Context: an optimization exercise on an open-source flow, tuned for small area and a short achievable clock period. The choices shown serve that exercise and are no tape-out recipe. No functional check of the RTL was part of any run shown here. Power figures rest on the tool's default switching activity, not on a simulated workload.

**flow/config.mk**
```make
export PLATFORM = sky130hd
export DESIGN_NAME = mac_array_2x2
export DESIGN_NICKNAME = mac_array_2x2
export VERILOG_FILES = /design/flow/design.v
export SDC_FILE = /design/flow/constraint.sdc
export NUM_CORES = 4
export LEC_CHECK = 0
export CAP_MARGIN = 20
export CORE_MARGIN = 2
export CORE_UTILIZATION = 40
export SLEW_MARGIN = 20
```
**flow/constraint.sdc**
```tcl
create_clock -name core_clock -period 6.5 [get_ports {clk}]
set_input_delay 1.3000 -clock core_clock [delete_from_list [all_inputs] [get_ports {clk}]]
set_output_delay 1.3000 -clock core_clock [all_outputs]
set_load 0.01 [all_outputs]
```
**flow/design.v**
```verilog
package mac_pkg;
  localparam int DATA_W = 8;
  localparam int ACC_W  = 32;
  typedef logic signed [DATA_W-1:0] operand_t;
  typedef logic signed [ACC_W-1:0]  acc_t;
  typedef operand_t operand_arr_t [2][2];
  typedef acc_t     acc_arr_t     [2][2];
endpackage
module mac_pe
#(
  parameter int DATA_W = mac_pkg::DATA_W,
  parameter int ACC_W  = mac_pkg::ACC_W
) (
  input  logic                     clk,
  input  logic                     rst_n,
  input  logic                     en,
  input  logic                     clear,
  input  logic signed [DATA_W-1:0] a,
  input  logic signed [DATA_W-1:0] b,
  output logic signed [ACC_W-1:0]  acc
);
  logic [31:0]     acc_r;
  logic [16:0] r0_r, r1_r;
  logic            pv_r;
  wire pp1 = (a[0] & b[0]);
  wire pp2 = (a[0] & b[1]);
  wire pp3 = (a[0] & b[2]);
  wire pp4 = (a[0] & b[3]);
  wire pp5 = (a[0] & b[4]);
  wire pp6 = (a[0] & b[5]);
  wire pp7 = (a[0] & b[6]);
  wire pp8 = ~(a[0] & b[7]);
  wire pp9 = (a[1] & b[0]);
  wire pp10 = (a[1] & b[1]);
  wire pp11 = (a[1] & b[2]);
  wire pp12 = (a[1] & b[3]);
  wire pp13 = (a[1] & b[4]);
  wire pp14 = (a[1] & b[5]);
  wire pp15 = (a[1] & b[6]);
  wire pp16 = ~(a[1] & b[7]);
  wire pp17 = (a[2] & b[0]);
  wire pp18 = (a[2] & b[1]);
  wire pp19 = (a[2] & b[2]);
  wire pp20 = (a[2] & b[3]);
  wire pp21 = (a[2] & b[4]);
  wire pp22 = (a[2] & b[5]);
  wire pp23 = (a[2] & b[6]);
  wire pp24 = ~(a[2] & b[7]);
  wire pp25 = (a[3] & b[0]);
  wire pp26 = (a[3] & b[1]);
  wire pp27 = (a[3] & b[2]);
  wire pp28 = (a[3] & b[3]);
  wire pp29 = (a[3] & b[4]);
  wire pp30 = (a[3] & b[5]);
  wire pp31 = (a[3] & b[6]);
  wire pp32 = ~(a[3] & b[7]);
  wire pp33 = (a[4] & b[0]);
  wire pp34 = (a[4] & b[1]);
  wire pp35 = (a[4] & b[2]);
  wire pp36 = (a[4] & b[3]);
  wire pp37 = (a[4] & b[4]);
  wire pp38 = (a[4] & b[5]);
  wire pp39 = (a[4] & b[6]);
  wire pp40 = ~(a[4] & b[7]);
  wire pp41 = (a[5] & b[0]);
  wire pp42 = (a[5] & b[1]);
  wire pp43 = (a[5] & b[2]);
  wire pp44 = (a[5] & b[3]);
  wire pp45 = (a[5] & b[4]);
  wire pp46 = (a[5] & b[5]);
  wire pp47 = (a[5] & b[6]);
  wire pp48 = ~(a[5] & b[7]);
  wire pp49 = (a[6] & b[0]);
  wire pp50 = (a[6] & b[1]);
  wire pp51 = (a[6] & b[2]);
  wire pp52 = (a[6] & b[3]);
  wire pp53 = (a[6] & b[4]);
  wire pp54 = (a[6] & b[5]);
  wire pp55 = (a[6] & b[6]);
  wire pp56 = ~(a[6] & b[7]);
  wire pp57 = ~(a[7] & b[0]);
  wire pp58 = ~(a[7] & b[1]);
  wire pp59 = ~(a[7] & b[2]);
  wire pp60 = ~(a[7] & b[3]);
  wire pp61 = ~(a[7] & b[4]);
  wire pp62 = ~(a[7] & b[5]);
  wire pp63 = ~(a[7] & b[6]);
  wire pp64 = (a[7] & b[7]);
  wire s65 = pp49 ^ pp42;
  wire c66 = pp49 & pp42;
  wire s67 = pp57 ^ pp50 ^ pp43;
  wire c68 = (pp57 & pp50) | (pp57 & pp43) | (pp50 & pp43);
  wire s69 = pp36 ^ pp29;
  wire c70 = pp36 & pp29;
  wire s71 = ~(pp58 ^ pp51);
  wire c72 = pp58 | pp51;
  wire s73 = pp44 ^ pp37 ^ pp30;
  wire c74 = (pp44 & pp37) | (pp44 & pp30) | (pp37 & pp30);
  wire s75 = pp59 ^ pp52 ^ pp45;
  wire c76 = (pp59 & pp52) | (pp59 & pp45) | (pp52 & pp45);
  wire s77 = pp33 ^ pp26;
  wire c78 = pp33 & pp26;
  wire s79 = pp41 ^ pp34 ^ pp27;
  wire c80 = (pp41 & pp34) | (pp41 & pp27) | (pp34 & pp27);
  wire s81 = pp20 ^ pp13;
  wire c82 = pp20 & pp13;
  wire s83 = s65 ^ pp35 ^ pp28;
  wire c84 = (s65 & pp35) | (s65 & pp28) | (pp35 & pp28);
  wire s85 = pp21 ^ pp14 ^ pp7;
  wire c86 = (pp21 & pp14) | (pp21 & pp7) | (pp14 & pp7);
  wire s87 = c66 ^ s69 ^ s67;
  wire c88 = (c66 & s69) | (c66 & s67) | (s69 & s67);
  wire s89 = pp22 ^ pp15 ^ pp8;
  wire c90 = (pp22 & pp15) | (pp22 & pp8) | (pp15 & pp8);
  wire s91 = c70 ^ c68 ^ s73;
  wire c92 = (c70 & c68) | (c70 & s73) | (c68 & s73);
  wire s93 = s71 ^ pp23 ^ pp16;
  wire c94 = (s71 & pp23) | (s71 & pp16) | (pp23 & pp16);
  wire s95 = c74 ^ c72 ^ s75;
  wire c96 = (c74 & c72) | (c74 & s75) | (c72 & s75);
  wire s97 = pp38 ^ pp31 ^ pp24;
  wire c98 = (pp38 & pp31) | (pp38 & pp24) | (pp31 & pp24);
  wire s99 = c76 ^ pp60 ^ pp53;
  wire c100 = (c76 & pp60) | (c76 & pp53) | (pp60 & pp53);
  wire s101 = pp46 ^ pp39 ^ pp32;
  wire c102 = (pp46 & pp39) | (pp46 & pp32) | (pp39 & pp32);
  wire s103 = pp61 ^ pp54 ^ pp47;
  wire c104 = (pp61 & pp54) | (pp61 & pp47) | (pp54 & pp47);
  wire s105 = pp25 ^ pp18;
  wire c106 = pp25 & pp18;
  wire s107 = s77 ^ pp19 ^ pp12;
  wire c108 = (s77 & pp19) | (s77 & pp12) | (pp19 & pp12);
  wire s109 = c78 ^ s81 ^ s79;
  wire c110 = (c78 & s81) | (c78 & s79) | (s81 & s79);
  wire s111 = c82 ^ c80 ^ s85;
  wire c112 = (c82 & c80) | (c82 & s85) | (c80 & s85);
  wire s113 = c86 ^ c84 ^ s89;
  wire c114 = (c86 & c84) | (c86 & s89) | (c84 & s89);
  wire s115 = c90 ^ c88 ^ s93;
  wire c116 = (c90 & c88) | (c90 & s93) | (c88 & s93);
  wire s117 = c94 ^ c92 ^ s97;
  wire c118 = (c94 & c92) | (c94 & s97) | (c92 & s97);
  wire s119 = c98 ^ c96 ^ s101;
  wire c120 = (c98 & c96) | (c98 & s101) | (c96 & s101);
  wire s121 = c102 ^ c100 ^ s103;
  wire c122 = (c102 & c100) | (c102 & s103) | (c100 & s103);
  wire s123 = c104 ^ pp62 ^ pp55;
  wire c124 = (c104 & pp62) | (c104 & pp55) | (pp62 & pp55);
  wire s125 = pp17 ^ pp10;
  wire c126 = pp17 & pp10;
  wire s127 = s105 ^ pp11 ^ pp4;
  wire c128 = (s105 & pp11) | (s105 & pp4) | (pp11 & pp4);
  wire s129 = c106 ^ s107 ^ pp5;
  wire c130 = (c106 & s107) | (c106 & pp5) | (s107 & pp5);
  wire s131 = c108 ^ s109 ^ pp6;
  wire c132 = (c108 & s109) | (c108 & pp6) | (s109 & pp6);
  wire s133 = c110 ^ s111 ^ s83;
  wire c134 = (c110 & s111) | (c110 & s83) | (s111 & s83);
  wire s135 = c112 ^ s113 ^ s87;
  wire c136 = (c112 & s113) | (c112 & s87) | (s113 & s87);
  wire s137 = c114 ^ s115 ^ s91;
  wire c138 = (c114 & s115) | (c114 & s91) | (s115 & s91);
  wire s139 = c116 ^ s117 ^ s95;
  wire c140 = (c116 & s117) | (c116 & s95) | (s117 & s95);
  wire s141 = c118 ^ s119 ^ s99;
  wire c142 = (c118 & s119) | (c118 & s99) | (s119 & s99);
  wire s143 = c120 ^ s121 ^ pp40;
  wire c144 = (c120 & s121) | (c120 & pp40) | (s121 & pp40);
  wire s145 = c122 ^ s123 ^ pp48;
  wire c146 = (c122 & s123) | (c122 & pp48) | (s123 & pp48);
  wire s147 = c124 ^ pp63 ^ pp56;
  wire c148 = (c124 & pp63) | (c124 & pp56) | (pp63 & pp56);
  wire s149 = r1_r[1] ^ r0_r[1];
  wire c150 = r1_r[1] & r0_r[1];
  wire s151 = r1_r[2] ^ r0_r[2] ^ acc_r[2];
  wire c152 = (r1_r[2] & r0_r[2]) | (r1_r[2] & acc_r[2]) | (r0_r[2] & acc_r[2]);
  wire s153 = r1_r[3] ^ r0_r[3] ^ acc_r[3];
  wire c154 = (r1_r[3] & r0_r[3]) | (r1_r[3] & acc_r[3]) | (r0_r[3] & acc_r[3]);
  wire s155 = r1_r[4] ^ r0_r[4] ^ acc_r[4];
  wire c156 = (r1_r[4] & r0_r[4]) | (r1_r[4] & acc_r[4]) | (r0_r[4] & acc_r[4]);
  wire s157 = r1_r[5] ^ r0_r[5] ^ acc_r[5];
  wire c158 = (r1_r[5] & r0_r[5]) | (r1_r[5] & acc_r[5]) | (r0_r[5] & acc_r[5]);
  wire s159 = r1_r[6] ^ r0_r[6] ^ acc_r[6];
  wire c160 = (r1_r[6] & r0_r[6]) | (r1_r[6] & acc_r[6]) | (r0_r[6] & acc_r[6]);
  wire s161 = r1_r[7] ^ r0_r[7] ^ acc_r[7];
  wire c162 = (r1_r[7] & r0_r[7]) | (r1_r[7] & acc_r[7]) | (r0_r[7] & acc_r[7]);
  wire s163 = r1_r[8] ^ r0_r[8] ^ acc_r[8];
  wire c164 = (r1_r[8] & r0_r[8]) | (r1_r[8] & acc_r[8]) | (r0_r[8] & acc_r[8]);
  wire s165 = r1_r[9] ^ r0_r[9] ^ acc_r[9];
  wire c166 = (r1_r[9] & r0_r[9]) | (r1_r[9] & acc_r[9]) | (r0_r[9] & acc_r[9]);
  wire s167 = r1_r[10] ^ r0_r[10] ^ acc_r[10];
  wire c168 = (r1_r[10] & r0_r[10]) | (r1_r[10] & acc_r[10]) | (r0_r[10] & acc_r[10]);
  wire s169 = r1_r[11] ^ r0_r[11] ^ acc_r[11];
  wire c170 = (r1_r[11] & r0_r[11]) | (r1_r[11] & acc_r[11]) | (r0_r[11] & acc_r[11]);
  wire s171 = r1_r[12] ^ r0_r[12] ^ acc_r[12];
  wire c172 = (r1_r[12] & r0_r[12]) | (r1_r[12] & acc_r[12]) | (r0_r[12] & acc_r[12]);
  wire s173 = r1_r[13] ^ r0_r[13] ^ acc_r[13];
  wire c174 = (r1_r[13] & r0_r[13]) | (r1_r[13] & acc_r[13]) | (r0_r[13] & acc_r[13]);
  wire s175 = r1_r[14] ^ r0_r[14] ^ acc_r[14];
  wire c176 = (r1_r[14] & r0_r[14]) | (r1_r[14] & acc_r[14]) | (r0_r[14] & acc_r[14]);
  wire s177 = pv_r ^ acc_r[15];
  wire c178 = pv_r & acc_r[15];
  wire s179 = pv_r ^ acc_r[16];
  wire c180 = pv_r & acc_r[16];
  wire s181 = pv_r ^ acc_r[17];
  wire c182 = pv_r & acc_r[17];
  wire s183 = pv_r ^ acc_r[18];
  wire c184 = pv_r & acc_r[18];
  wire s185 = pv_r ^ acc_r[19];
  wire c186 = pv_r & acc_r[19];
  wire s187 = pv_r ^ acc_r[20];
  wire c188 = pv_r & acc_r[20];
  wire s189 = pv_r ^ acc_r[21];
  wire c190 = pv_r & acc_r[21];
  wire s191 = pv_r ^ acc_r[22];
  wire c192 = pv_r & acc_r[22];
  wire s193 = pv_r ^ acc_r[23];
  wire c194 = pv_r & acc_r[23];
  wire s195 = pv_r ^ acc_r[24];
  wire c196 = pv_r & acc_r[24];
  wire s197 = pv_r ^ acc_r[25];
  wire c198 = pv_r & acc_r[25];
  wire s199 = pv_r ^ acc_r[26];
  wire c200 = pv_r & acc_r[26];
  wire s201 = pv_r ^ acc_r[27];
  wire c202 = pv_r & acc_r[27];
  wire s203 = pv_r ^ acc_r[28];
  wire c204 = pv_r & acc_r[28];
  wire s205 = pv_r ^ acc_r[29];
  wire c206 = pv_r & acc_r[29];
  wire s207 = pv_r ^ acc_r[30];
  wire c208 = pv_r & acc_r[30];
  wire s209 = pv_r ^ acc_r[31];
  wire c210 = pv_r & acc_r[31];
  wire g211 = acc_r[0] & r0_r[0];
  wire g212 = acc_r[1] & s149;
  wire g213 = s151 & c150;
  wire g214 = s153 & c152;
  wire g215 = s155 & c154;
  wire g216 = s157 & c156;
  wire g217 = s159 & c158;
  wire g218 = s161 & c160;
  wire g219 = s163 & c162;
  wire g220 = s165 & c164;
  wire g221 = s167 & c166;
  wire g222 = s169 & c168;
  wire g223 = s171 & c170;
  wire g224 = s173 & c172;
  wire g225 = s175 & c174;
  wire g226 = s177 & c176;
  wire g227 = s179 & c178;
  wire g228 = s181 & c180;
  wire g229 = s183 & c182;
  wire g230 = s185 & c184;
  wire g231 = s187 & c186;
  wire g232 = s189 & c188;
  wire g233 = s191 & c190;
  wire g234 = s193 & c192;
  wire g235 = s195 & c194;
  wire g236 = s197 & c196;
  wire g237 = s199 & c198;
  wire g238 = s201 & c200;
  wire g239 = s203 & c202;
  wire g240 = s205 & c204;
  wire g241 = s207 & c206;
  wire g242 = s209 & c208;
  wire p243 = acc_r[0] ^ r0_r[0];
  wire p244 = acc_r[1] ^ s149;
  wire p245 = s151 ^ c150;
  wire p246 = s153 ^ c152;
  wire p247 = s155 ^ c154;
  wire p248 = s157 ^ c156;
  wire p249 = s159 ^ c158;
  wire p250 = s161 ^ c160;
  wire p251 = s163 ^ c162;
  wire p252 = s165 ^ c164;
  wire p253 = s167 ^ c166;
  wire p254 = s169 ^ c168;
  wire p255 = s171 ^ c170;
  wire p256 = s173 ^ c172;
  wire p257 = s175 ^ c174;
  wire p258 = s177 ^ c176;
  wire p259 = s179 ^ c178;
  wire p260 = s181 ^ c180;
  wire p261 = s183 ^ c182;
  wire p262 = s185 ^ c184;
  wire p263 = s187 ^ c186;
  wire p264 = s189 ^ c188;
  wire p265 = s191 ^ c190;
  wire p266 = s193 ^ c192;
  wire p267 = s195 ^ c194;
  wire p268 = s197 ^ c196;
  wire p269 = s199 ^ c198;
  wire p270 = s201 ^ c200;
  wire p271 = s203 ^ c202;
  wire p272 = s205 ^ c204;
  wire p273 = s207 ^ c206;
  wire p274 = s209 ^ c208;
  wire G275 = g212 | (p244 & g211);
  wire P276 = p244 & p243;
  wire G277 = g214 | (p246 & g213);
  wire P278 = p246 & p245;
  wire G279 = g216 | (p248 & g215);
  wire P280 = p248 & p247;
  wire G281 = g218 | (p250 & g217);
  wire P282 = p250 & p249;
  wire G283 = g220 | (p252 & g219);
  wire P284 = p252 & p251;
  wire G285 = g222 | (p254 & g221);
  wire P286 = p254 & p253;
  wire G287 = g224 | (p256 & g223);
  wire P288 = p256 & p255;
  wire G289 = g226 | (p258 & g225);
  wire P290 = p258 & p257;
  wire G291 = g228 | (p260 & g227);
  wire P292 = p260 & p259;
  wire G293 = g230 | (p262 & g229);
  wire P294 = p262 & p261;
  wire G295 = g232 | (p264 & g231);
  wire P296 = p264 & p263;
  wire G297 = g234 | (p266 & g233);
  wire P298 = p266 & p265;
  wire G299 = g236 | (p268 & g235);
  wire P300 = p268 & p267;
  wire G301 = g238 | (p270 & g237);
  wire P302 = p270 & p269;
  wire G303 = g240 | (p272 & g239);
  wire P304 = p272 & p271;
  wire G305 = g242 | (p274 & g241);
  wire P306 = p274 & p273;
  wire G307 = g213 | (p245 & G275);
  wire P308 = p245 & P276;
  wire G309 = G277 | (P278 & G275);
  wire P310 = P278 & P276;
  wire G311 = g217 | (p249 & G279);
  wire P312 = p249 & P280;
  wire G313 = G281 | (P282 & G279);
  wire P314 = P282 & P280;
  wire G315 = g221 | (p253 & G283);
  wire P316 = p253 & P284;
  wire G317 = G285 | (P286 & G283);
  wire P318 = P286 & P284;
  wire G319 = g225 | (p257 & G287);
  wire P320 = p257 & P288;
  wire G321 = G289 | (P290 & G287);
  wire P322 = P290 & P288;
  wire G323 = g229 | (p261 & G291);
  wire P324 = p261 & P292;
  wire G325 = G293 | (P294 & G291);
  wire P326 = P294 & P292;
  wire G327 = g233 | (p265 & G295);
  wire P328 = p265 & P296;
  wire G329 = G297 | (P298 & G295);
  wire P330 = P298 & P296;
  wire G331 = g237 | (p269 & G299);
  wire P332 = p269 & P300;
  wire G333 = G301 | (P302 & G299);
  wire P334 = P302 & P300;
  wire G335 = g241 | (p273 & G303);
  wire P336 = p273 & P304;
  wire G337 = G305 | (P306 & G303);
  wire P338 = P306 & P304;
  wire G339 = g215 | (p247 & G309);
  wire P340 = p247 & P310;
  wire G341 = G279 | (P280 & G309);
  wire P342 = P280 & P310;
  wire G343 = G311 | (P312 & G309);
  wire P344 = P312 & P310;
  wire G345 = G313 | (P314 & G309);
  wire P346 = P314 & P310;
  wire G347 = g223 | (p255 & G317);
  wire P348 = p255 & P318;
  wire G349 = G287 | (P288 & G317);
  wire P350 = P288 & P318;
  wire G351 = G319 | (P320 & G317);
  wire P352 = P320 & P318;
  wire G353 = G321 | (P322 & G317);
  wire P354 = P322 & P318;
  wire G355 = g231 | (p263 & G325);
  wire P356 = p263 & P326;
  wire G357 = G295 | (P296 & G325);
  wire P358 = P296 & P326;
  wire G359 = G327 | (P328 & G325);
  wire P360 = P328 & P326;
  wire G361 = G329 | (P330 & G325);
  wire P362 = P330 & P326;
  wire G363 = g239 | (p271 & G333);
  wire P364 = p271 & P334;
  wire G365 = G303 | (P304 & G333);
  wire P366 = P304 & P334;
  wire G367 = G335 | (P336 & G333);
  wire P368 = P336 & P334;
  wire G369 = G337 | (P338 & G333);
  wire P370 = P338 & P334;
  wire G371 = g219 | (p251 & G345);
  wire P372 = p251 & P346;
  wire G373 = G283 | (P284 & G345);
  wire P374 = P284 & P346;
  wire G375 = G315 | (P316 & G345);
  wire P376 = P316 & P346;
  wire G377 = G317 | (P318 & G345);
  wire P378 = P318 & P346;
  wire G379 = G347 | (P348 & G345);
  wire P380 = P348 & P346;
  wire G381 = G349 | (P350 & G345);
  wire P382 = P350 & P346;
  wire G383 = G351 | (P352 & G345);
  wire P384 = P352 & P346;
  wire G385 = G353 | (P354 & G345);
  wire P386 = P354 & P346;
  wire G387 = g235 | (p267 & G361);
  wire P388 = p267 & P362;
  wire G389 = G299 | (P300 & G361);
  wire P390 = P300 & P362;
  wire G391 = G331 | (P332 & G361);
  wire P392 = P332 & P362;
  wire G393 = G333 | (P334 & G361);
  wire P394 = P334 & P362;
  wire G395 = G363 | (P364 & G361);
  wire P396 = P364 & P362;
  wire G397 = G365 | (P366 & G361);
  wire P398 = P366 & P362;
  wire G399 = G367 | (P368 & G361);
  wire P400 = P368 & P362;
  wire G401 = G369 | (P370 & G361);
  wire P402 = P370 & P362;
  wire G403 = g227 | (p259 & G385);
  wire P404 = p259 & P386;
  wire G405 = G291 | (P292 & G385);
  wire P406 = P292 & P386;
  wire G407 = G323 | (P324 & G385);
  wire P408 = P324 & P386;
  wire G409 = G325 | (P326 & G385);
  wire P410 = P326 & P386;
  wire G411 = G355 | (P356 & G385);
  wire P412 = P356 & P386;
  wire G413 = G357 | (P358 & G385);
  wire P414 = P358 & P386;
  wire G415 = G359 | (P360 & G385);
  wire P416 = P360 & P386;
  wire G417 = G361 | (P362 & G385);
  wire P418 = P362 & P386;
  wire G419 = G387 | (P388 & G385);
  wire P420 = P388 & P386;
  wire G421 = G389 | (P390 & G385);
  wire P422 = P390 & P386;
  wire G423 = G391 | (P392 & G385);
  wire P424 = P392 & P386;
  wire G425 = G393 | (P394 & G385);
  wire P426 = P394 & P386;
  wire G427 = G395 | (P396 & G385);
  wire P428 = P396 & P386;
  wire G429 = G397 | (P398 & G385);
  wire P430 = P398 & P386;
  wire G431 = G399 | (P400 & G385);
  wire P432 = P400 & P386;
  wire G433 = G401 | (P402 & G385);
  wire P434 = P402 & P386;
  wire sum435 = p244 ^ g211;
  wire sum436 = p245 ^ G275;
  wire sum437 = p246 ^ G307;
  wire sum438 = p247 ^ G309;
  wire sum439 = p248 ^ G339;
  wire sum440 = p249 ^ G341;
  wire sum441 = p250 ^ G343;
  wire sum442 = p251 ^ G345;
  wire sum443 = p252 ^ G371;
  wire sum444 = p253 ^ G373;
  wire sum445 = p254 ^ G375;
  wire sum446 = p255 ^ G377;
  wire sum447 = p256 ^ G379;
  wire sum448 = p257 ^ G381;
  wire sum449 = p258 ^ G383;
  wire sum450 = p259 ^ G385;
  wire sum451 = p260 ^ G403;
  wire sum452 = p261 ^ G405;
  wire sum453 = p262 ^ G407;
  wire sum454 = p263 ^ G409;
  wire sum455 = p264 ^ G411;
  wire sum456 = p265 ^ G413;
  wire sum457 = p266 ^ G415;
  wire sum458 = p267 ^ G417;
  wire sum459 = p268 ^ G419;
  wire sum460 = p269 ^ G421;
  wire sum461 = p270 ^ G423;
  wire sum462 = p271 ^ G425;
  wire sum463 = p272 ^ G427;
  wire sum464 = p273 ^ G429;
  wire sum465 = p274 ^ G431;
  wire [31:0] acc_v = {sum465, sum464, sum463, sum462, sum461, sum460, sum459, sum458, sum457, sum456, sum455, sum454, sum453, sum452, sum451, sum450, sum449, sum448, sum447, sum446, sum445, sum444, sum443, sum442, sum441, sum440, sum439, sum438, sum437, sum436, sum435, p243};
  always_ff @(posedge clk) begin
    if (!rst_n || clear) begin
      acc_r <= '0;
      r0_r  <= '0;
      r1_r  <= '0;
      pv_r  <= 1'b0;
    end else begin
      acc_r <= acc_v;
      r0_r  <= '0;
      r1_r  <= '0;
      pv_r  <= en;
      if (en) begin
      r0_r[0] <= pp1;
      r0_r[1] <= pp2;
      r1_r[1] <= pp9;
      r0_r[2] <= pp3;
      r1_r[2] <= s125;
      r0_r[3] <= s127;
      r1_r[3] <= c126;
      r0_r[4] <= s129;
      r1_r[4] <= c128;
      r0_r[5] <= s131;
      r1_r[5] <= c130;
      r0_r[6] <= s133;
      r1_r[6] <= c132;
      r0_r[7] <= s135;
      r1_r[7] <= c134;
      r0_r[8] <= s137;
      r1_r[8] <= c136;
      r0_r[9] <= s139;
      r1_r[9] <= c138;
      r0_r[10] <= s141;
      r1_r[10] <= c140;
      r0_r[11] <= s143;
      r1_r[11] <= c142;
      r0_r[12] <= s145;
      r1_r[12] <= c144;
      r0_r[13] <= s147;
      r1_r[13] <= c146;
      r0_r[14] <= pp64;
      r1_r[14] <= c148;
      end
    end
  end
  assign acc = acc_v;
endmodule
module mac_array_2x2
#(
  parameter int DATA_W = mac_pkg::DATA_W,
  parameter int ACC_W  = mac_pkg::ACC_W
) (
  input  logic                  clk,
  input  logic                  rst_n,
  input  logic                  en,
  input  logic                  clear,
  input  logic [4*DATA_W-1:0]   a,
  input  logic [4*DATA_W-1:0]   b,
  output logic [4*ACC_W-1:0]    acc
);
  for (genvar gi = 0; gi < 2; gi++) begin : g_row
    for (genvar gj = 0; gj < 2; gj++) begin : g_col
      mac_pe #(
        .DATA_W (DATA_W),
        .ACC_W  (ACC_W)
      ) u_pe (
        .clk   (clk),
        .rst_n (rst_n),
        .en    (en),
        .clear (clear),
        .a     (a[(2*gi+gj)*DATA_W +: DATA_W]),
        .b     (b[(2*gi+gj)*DATA_W +: DATA_W]),
        .acc   (acc[(2*gi+gj)*ACC_W +: ACC_W])
      );
    end
  end
endmodule
```
**flow/run.sh**
```bash
#!/bin/bash
# synth_recipe.tcl (not shown) runs the flow's synth.tcl, then flattens the netlist and writes it again
# the make line also repeats each setting of config.mk as NAME=value (left out here)
make -C /OpenROAD-flow-scripts/flow DESIGN_CONFIG=/design/flow/config.mk WORK_HOME=/design/flow/orfs CLKGATE_MAP_FILE= SYNTH_SCRIPT=/design/flow/synth_recipe.tcl finish
```
==> metrics.md, run 1 <==
| Metric | Value |
|---|---|
| GRT Util Overall | 16.6% |
| Clock latency on the worst-skew pair | 0.57 ns |
| Synth Area per Inst | 9.77 µm² |
| Simple-gate share of the synthesized area | 17.1% |
| Multi-input gate area | 0.0125 mm² |
| PD cells | 201 mW/mm² |
| First-pass GRT wire length | 68100 µm |
| Core Area | 0.0478 mm² |
| Static leakage | 0.0110 µW |
| Post-synthesis cell count | 1986 |
| Synth Area in XOR/XNOR | 4.65% |
| Final setup fails | 0 |
| Max-slew headroom | 45.2% |
| Estimated wirelength of the detail-placed design | 32300 µm |
| Max Cap Violations | 0 |
| Clock Sink Count | 245 |
| Adder-cell share of the synthesized area | 35.8% |
| RSZ-0062 raised after global routing | no |
| Synthesis Warnings | 1 |
| Peak supply drop | 0.000231 V |
| Pre-Repair DR Iteration Count | 4 |
| Initial Util | 40.6% |
| Fin crit share | 89.8% |
| Worst min path class | flop to flop |
| Reg2reg path depth | 12 |
| Average vias per placed instance | 4.79 |
| Hold path cells | 2 |
| I/O Buffers | 195 |
| Top-count cell post-synth | dfxtp_1 |
| Worst Clk Skew | 0.0119 ns |
| Largest net degree at the start of global routing | 178 |
| Kind of critical path | flop to output pin |
| Area grow syn2layout | 13.5% |
| Mapped Area | 0.0194 mm² |
| Post-synth ARST share | 0% |
| Top-level I/O count | 196 |
| Placed cell count | 2630 |
| Area contributors post-synth | dfxtp_1, fa_1, ha_1 |
| Final Critical Period | 5.83 ns |
| Total die area | 0.0503 mm² |
| Layout cells sized above 1 | 3.82% |
| Finished Layout Cells | 2683 |
| Post-route DRC violation count | 0 |
| Vias in the first global route | 13500 |
| Synth Area in Compound Gates | 6.70% |
| Main combinational cell family by area after synthesis | adder cells |
| Commonest cells in the netlist | dfxtp_1, and2_1, inv_1 |
| Number of antenna violations at the first check in global routing | 0 |
| Row cnt | 80 |
| Synth Register Bits | 245 |
| Final Net Count | 2543 |
| Die extent in y | 224 µm |
| CTS clk-pin slew, worst paths | 0.06 ns |
| Tightest Pin Transition | 0.817 ns |
| EDFF count, synth | 0 |
| Data required, critical path | 5.20 ns |
| TNS Setup | 0 ns |
| TritonCTS clock tree | built |
| N_diodes | 0 |
| FMAX | 171 MHz |
| Drt wl/cell | 15.2 µm |
| Fillers | 4539 |
| H-tree Lvls | 1 |
| Status | complete, no violations |
| # Post-CTS Setup Buffers | 0 |
| DRT iter0 DRCs | 461 |
| Post-CTS sizing | 0 |
| Yosys cell types | 57 |
| Overall Power | 4430 µW |
| Yosys top cell by area | dfxtp_1 |
| GRT overflow | 0 |
| Hold slack final | 0.577 ns |
| Die Width | 224 µm |
| Mapped Nets | 2482 |
| Slew Limit Fails | 0 |
| Hold buffer count at cts | 0 |
| Num CTS Buffers | 30 |
| Post-Route WL | 40800 µm |
| Clk root buf | clkbuf_16 |
| Post-synthesis sequential area ratio | 25.3% |
| Kind of end point of the critical path | output pin |
| Final hold violation count | 0 |
| GP Congestion | 0.805 |
| Main synth FF type | dfxtp_1 |
| ANT nets after route | 0 |
| Clock Path Buffers | 3 |
| Worst setup SP type | flop |
| Crit path DAT | 4.53 ns |
| Worst Path Max Fanout | 4 |
| Post-synthesis mux area share | 0.206% |
| DR vias | 12900 |
| Synth top area share | 25.3% |
| Storage element area | 0.00491 mm² |
per-stage QoR:
step | instance area (µm²) | utilization [%] | setup WS [ns]
2_1_floorplan | 19400 | - | 0.972
3_3_place_gp | 21100 | 44.0 | 1.24
3_5_place_dp | 21100 | 44.0 | 1.22
4_1_cts | 22000 | 46.1 | 0.583
5_1_grt | 22000 | 46.1 | 0.361
6_report | 22000 | 46.1 | 0.666
flip-flops by register name (all words and copies together), names as in the netlist:
name and count:
g_row.g_col.u_pe.acc_r 128, g_row.g_col.u_pe.pv_r 1, g_row.g_col.u_pe.r0_r 60, g_row.g_col.u_pe.r1_r 56
layout make-up:
class	instances	area share (%)
Clock inverter	13	0.471
Sequential cell	245	22.3
Timing Repair Buffer	202	9.13
Multi-Input combinational cell	1335	56.8
Inverter	233	3.97
Clock buffer	40	3.90
Tap cell	615	3.49
cells in the final DEF, fill, tap and decap left out, drive strengths merged, types with 8 or more instances in the layout:
cell type and n:
clkinv 9, xnor2 60, nor2 50, xor2 43, nand3 12, o211ai 9
fa 212, o21bai 18, and2 235, clkdlybuf4s50 194, nand2b 8, clkbuf 40
a21oi 64, inv 234, dfxtp 245, nand2 144, nand4 9, nor3 11
o21ai 28, a21o 28, a211oi 8, and3 122, ha 216, buf 8
where the power goes:
group,switching [µW],internal [µW],total (µW)
sequential,33.8,1570,1610
combinational,644,561,1200
clock,660,961,1620
total,1340,3090,4430
kinds of logic (layout without fill, tap and decap cells):
kind of cell	after synthesis	count (layout)
xor+xnor	103	103
simple gates	609	609
buf+inv	406	488
compound gates	191	191
mux	4	4
flops	245	245
fa+ha+maj	428	428
critical path: stages, from the launching register on:
cell             delay, ns
dfxtp_1               0.31
inv_1                 0.05
fa_1                  0.52
inv_1                 0.04
ha_1                  0.32
nand4_1               0.16
a211oi_1              0.41
o211ai_1              0.18
a211oi_1              0.74
or2_1                 0.27
a41o_1                0.22
xor2_1                0.19
clkdlybuf4s50_1       0.56
layer usage:
layer / wire [µm] / vias up / part of all wire [%] / GRT usage, %
met1: 19300 / 6218 / 47 / 22.2
met5: 0 / - / 0 / 0
met4: 701 / 0 / 1.7 / 3.76
met3: 1920 / 42 / 4.7 / 2.68
li1: - / 6400 / - / -
met2: 18900 / 196 / 46 / 28.1
worst paths after layout:
| path | start | end | slack [ns] |
|---|---|---|---|
| setup / recovery | g_row[0].g_col[0].u_pe.r1_r[3]$_SDFF_PP0_ | acc[27] | 0.67 |
| hold / removal | g_row[1].g_col[0].u_pe.acc_r[0]$_SDFF_PP0_ | g_row[1].g_col[0].u_pe.acc_r[0]$_SDFF_PP0_ | 0.58 |
| setup reg to reg | g_row[0].g_col[0].u_pe.r1_r[3]$_SDFF_PP0_ | g_row[0].g_col[0].u_pe.acc_r[27]$_SDFF_PP0_ | 2.87 |
| hold reg to reg | g_row[1].g_col[0].u_pe.acc_r[0]$_SDFF_PP0_ | g_row[1].g_col[0].u_pe.acc_r[0]$_SDFF_PP0_ | 0.58 |
==> run 2, diff against run 1 <==
--- a/flow/config.mk
+++ b/flow/config.mk
@@ -9,3 +9,4 @@
 export CORE_MARGIN = 2
 export CORE_UTILIZATION = 40
+export SETUP_SLACK_MARGIN = 1.5
 export SLEW_MARGIN = 20
==> run 2 against run 1 <==
  * Combinational power grew 5%
  * Die area is the same
  * Cell count up 2.9%
  * Critical endpoint is now acc[126]
  * Count of clock-buffer cells in the layout fell by 2
  * Highest routed layer unchanged
  * Total power grew 4.7%
  * Core utilization rose by 3.4 points
  * Area after synthesis is the same
==> metrics.md, run 2 <==
| Metric | Value |
|---|---|
| Finished Layout Cells | 2761 |
| Final hold violation count | 0 |
| Average vias per placed instance | 4.83 |
| Pre-Repair DR Iteration Count | 5 |
| Hold buffer count at cts | 0 |
| Post-synth ARST share | 0% |
| Crit path DAT | 3.79 ns |
| Post-Route WL | 43500 µm |
| Static leakage | 0.0118 µW |
| Yosys top cell by area | dfxtp_1 |
| Synth Area in Compound Gates | 6.70% |
| Kind of end point of the critical path | output pin |
| Largest net degree at the start of global routing | 98 |
| Final setup fails | 0 |
| Core Area | 0.0478 mm² |
| Synth Register Bits | 245 |
| TritonCTS clock tree | built |
| Total die area | 0.0503 mm² |
| Initial Util | 40.6% |
| Top-count cell post-synth | dfxtp_1 |
| Kind of critical path | flop to output pin |
| I/O Buffers | 195 |
| Clock Path Buffers | 3 |
| Clock Sink Count | 245 |
| GRT overflow | 0 |
| Area grow syn2layout | 21.9% |
| Adder-cell share of the synthesized area | 35.8% |
| Data required, critical path | 5.20 ns |
| Area contributors post-synth | dfxtp_1, fa_1, ha_1 |
| Drt wl/cell | 15.8 µm |
| Worst Path Max Fanout | 4 |
| Post-synthesis sequential area ratio | 25.3% |
| Row cnt | 80 |
| Placed cell count | 2629 |
| Synthesis Warnings | 1 |
| Worst setup margin | 1.41 ns |
| GP Congestion | 0.836 |
| Final Critical Period | 5.09 ns |
| Number of antenna violations at the first check in global routing | 1 |
| RSZ-0062 raised after global routing | yes |
| FMAX | 196 MHz |
| Main synth FF type | dfxtp_1 |
| Fin crit share | 78.4% |
| Clk root buf | clkbuf_16 |
| Number of flip-flops in the largest register | 128 |
| Worst Clk Skew | 0.0210 ns |
| Most frequent cells in the layout | dfxtp_1, and2_1, inv_1 |
| Simple-gate share of the synthesized area | 17.1% |
| Post-synthesis cell count | 1986 |
| ANT nets after route | 0 |
| Final Net Count | 2618 |
| Clock latency on the worst-skew pair | 0.58 ns |
| Reg with most FFs | g_row.g_col.u_pe.acc_r |
| CTS clk-pin slew, worst paths | 0.06 ns |
| Main combinational cell family by area after synthesis | adder cells |
| Vias in the first global route | 13900 |
| PD cells | 196 mW/mm² |
| Estimated wirelength of the detail-placed design | 31800 µm |
| GRT Util Overall | 17.4% |
| Fillers | 4382 |
| Layout cells sized above 1 | 16.3% |
| Synth Area per Inst | 9.77 µm² |
| DR vias | 13300 |
| Die extent in y | 224 µm |
| Top-level I/O count | 196 |
| Slew Limit Fails | 0 |
| Commonest cells in the netlist | dfxtp_1, and2_1, inv_1 |
| Synth Area in XOR/XNOR | 4.65% |
| First-pass GRT wire length | 71000 µm |
| Hold slack final | 0.580 ns |
| Worst setup SP type | flop |
| Status | complete, no violations |
| Mapped Nets | 2482 |
| DRT iter0 DRCs | 571 |
| EDFF count, synth | 0 |
| Tightest Pin Transition | 0.865 ns |
| Mapped Area | 0.0194 mm² |
| H-tree Lvls | 1 |
| Max Cap Violations | 0 |
| Num CTS Buffers | 30 |
| TNS Setup | 0 ns |
| Commonest non-fill, non-tap cell in the layout | dfxtp_1 |
| Post-synthesis mux area share | 0.206% |
| Yosys cell types | 57 |
| Place WS | 1.26 ns |
| Post-route DRC violation count | 0 |
| N_diodes | 0 |
| Die Width | 224 µm |
| Max-slew headroom | 42.4% |
| Biggest regs | g_row.g_col.u_pe.acc_r: 128 flops, g_row.g_col.u_pe.r0_r: 60 flops, g_row.g_col.u_pe.r1_r: 56 flops |
| Synth top area share | 25.3% |
| Worst min path class | flop to flop |
| Peak supply drop | 0.000202 V |
| R2R Setup Slk | 2.90 ns |
==> run 2: worst paths after layout <==
path,start,to,cells after the start
max,g_row[1].g_col[1].u_pe.r1_r[3]$_SDFF_PP0_,acc[126],15
min,g_row[0].g_col[0].u_pe.acc_r[0]$_SDFF_PP0_,g_row[0].g_col[0].u_pe.acc_r[0]$_SDFF_PP0_,2
max reg2reg,g_row[1].g_col[1].u_pe.r1_r[3]$_SDFF_PP0_,g_row[1].g_col[1].u_pe.acc_r[21]$_SDFF_PP0_,20
min reg2reg,g_row[0].g_col[0].u_pe.acc_r[0]$_SDFF_PP0_,g_row[0].g_col[0].u_pe.acc_r[0]$_SDFF_PP0_,2
==> run 2: layout make-up <==
type | instances | area, µm² | share of cell area, %
multi-input combinational | 1335 | 13600 | 57.6
sequential | 245 | 4910 | 20.8
inverter | 233 | 875 | 3.69
timing repair buffer | 277 | 2410 | 10.2
tap | 615 | 769 | 3.25
clock buffer | 38 | 842 | 3.56
clock inverter | 18 | 220 | 0.930
==> run 2: metal layers <==
metal,wire length (µm),GRT usage [%],up-vias
met5,0,0,-
li1,-,-,6526
met3,1760,2.46,50
met2,20700,30.0,207
met1,20200,23.1,6541
met4,861,4.17,0
==> run 2: through the flow <==
step | util, % | power, µW | cell area [µm²]
2_1_floorplan | - | 2500 | 19400
3_3_place_gp | 44.0 | 2840 | 21100
3_5_place_dp | 44.0 | 2860 | 21100
4_1_cts | 48.0 | 4680 | 23000
5_1_grt | 49.5 | 4960 | 23700
6_report | 49.5 | 4640 | 23700
==> run 2: repair_timing <==
item                       4_1_cts  5_1_grt
setup endpoints to repair       90       76
pin swaps                       70       93
gates cloned                     0        0
resized for setup              245      184
buffers inserted                45       31
==> run 2: worst max-delay path: stages (launching register included) <==
cell,delay [ns]
dfxtp_2,0.32
inv_2,0.03
fa_1,0.54
inv_2,0.05
ha_4,0.25
o211ai_1,0.11
o211ai_1,0.31
a21oi_2,0.12
buf_4,0.16
o211a_4,0.29
buf_6,0.13
o21ai_4,0.19
a41o_4,0.30
a31oi_4,0.10
xnor2_2,0.16
buf_2,0.16
==> run 2: power by group <==
group / switching, µW / total [µW] / internal [µW]
clock network: 698 / 1770 / 1080
registers: 31.7 / 1600 / 1570
logic: 685 / 1260 / 574
==> run 2: cell families (layout without fill, tap and decap cells) <==
kind of cell               Yosys count  count (layout)
xor gates and xnor gates           103             103
buffers and inverters              406             566
AOI/OAI and AO/OA                  191             191
adders and majority gates          428             428
muxes                                4               4
DFF                                245             245
and+or+nand+nor                    609             609

## port drivers added, routing unchanged
Ports are ideal in the flow. The routed layouts listed here were re-timed in OpenROAD. Step 1 (the two cells are an assumption about what drives the block):
set clk [get_ports {clk}]
set_driving_cell -lib_cell sky130_fd_sc_hd__clkbuf_16 $clk
set_driving_cell -lib_cell sky130_fd_sc_hd__buf_2 [delete_from_list [all_inputs] $clk]
Step 2 also shifts input and output timing later by t, the mid clock arrival at the registers, as if the neighbouring blocks saw the same clock. a / b / c = ideal / step 1 / step 2; a / b = the first two.
run	t, ns	setup WS [ns]	slew at the worst register clock pin (ns)
run 1	0.617	0.666 / 0.614 / 1.230	0.06 / 0.06
run 2	0.619	1.407 / 1.355 / 1.975	0.06 / 0.06
After both steps setup and hold are still met in every run listed.
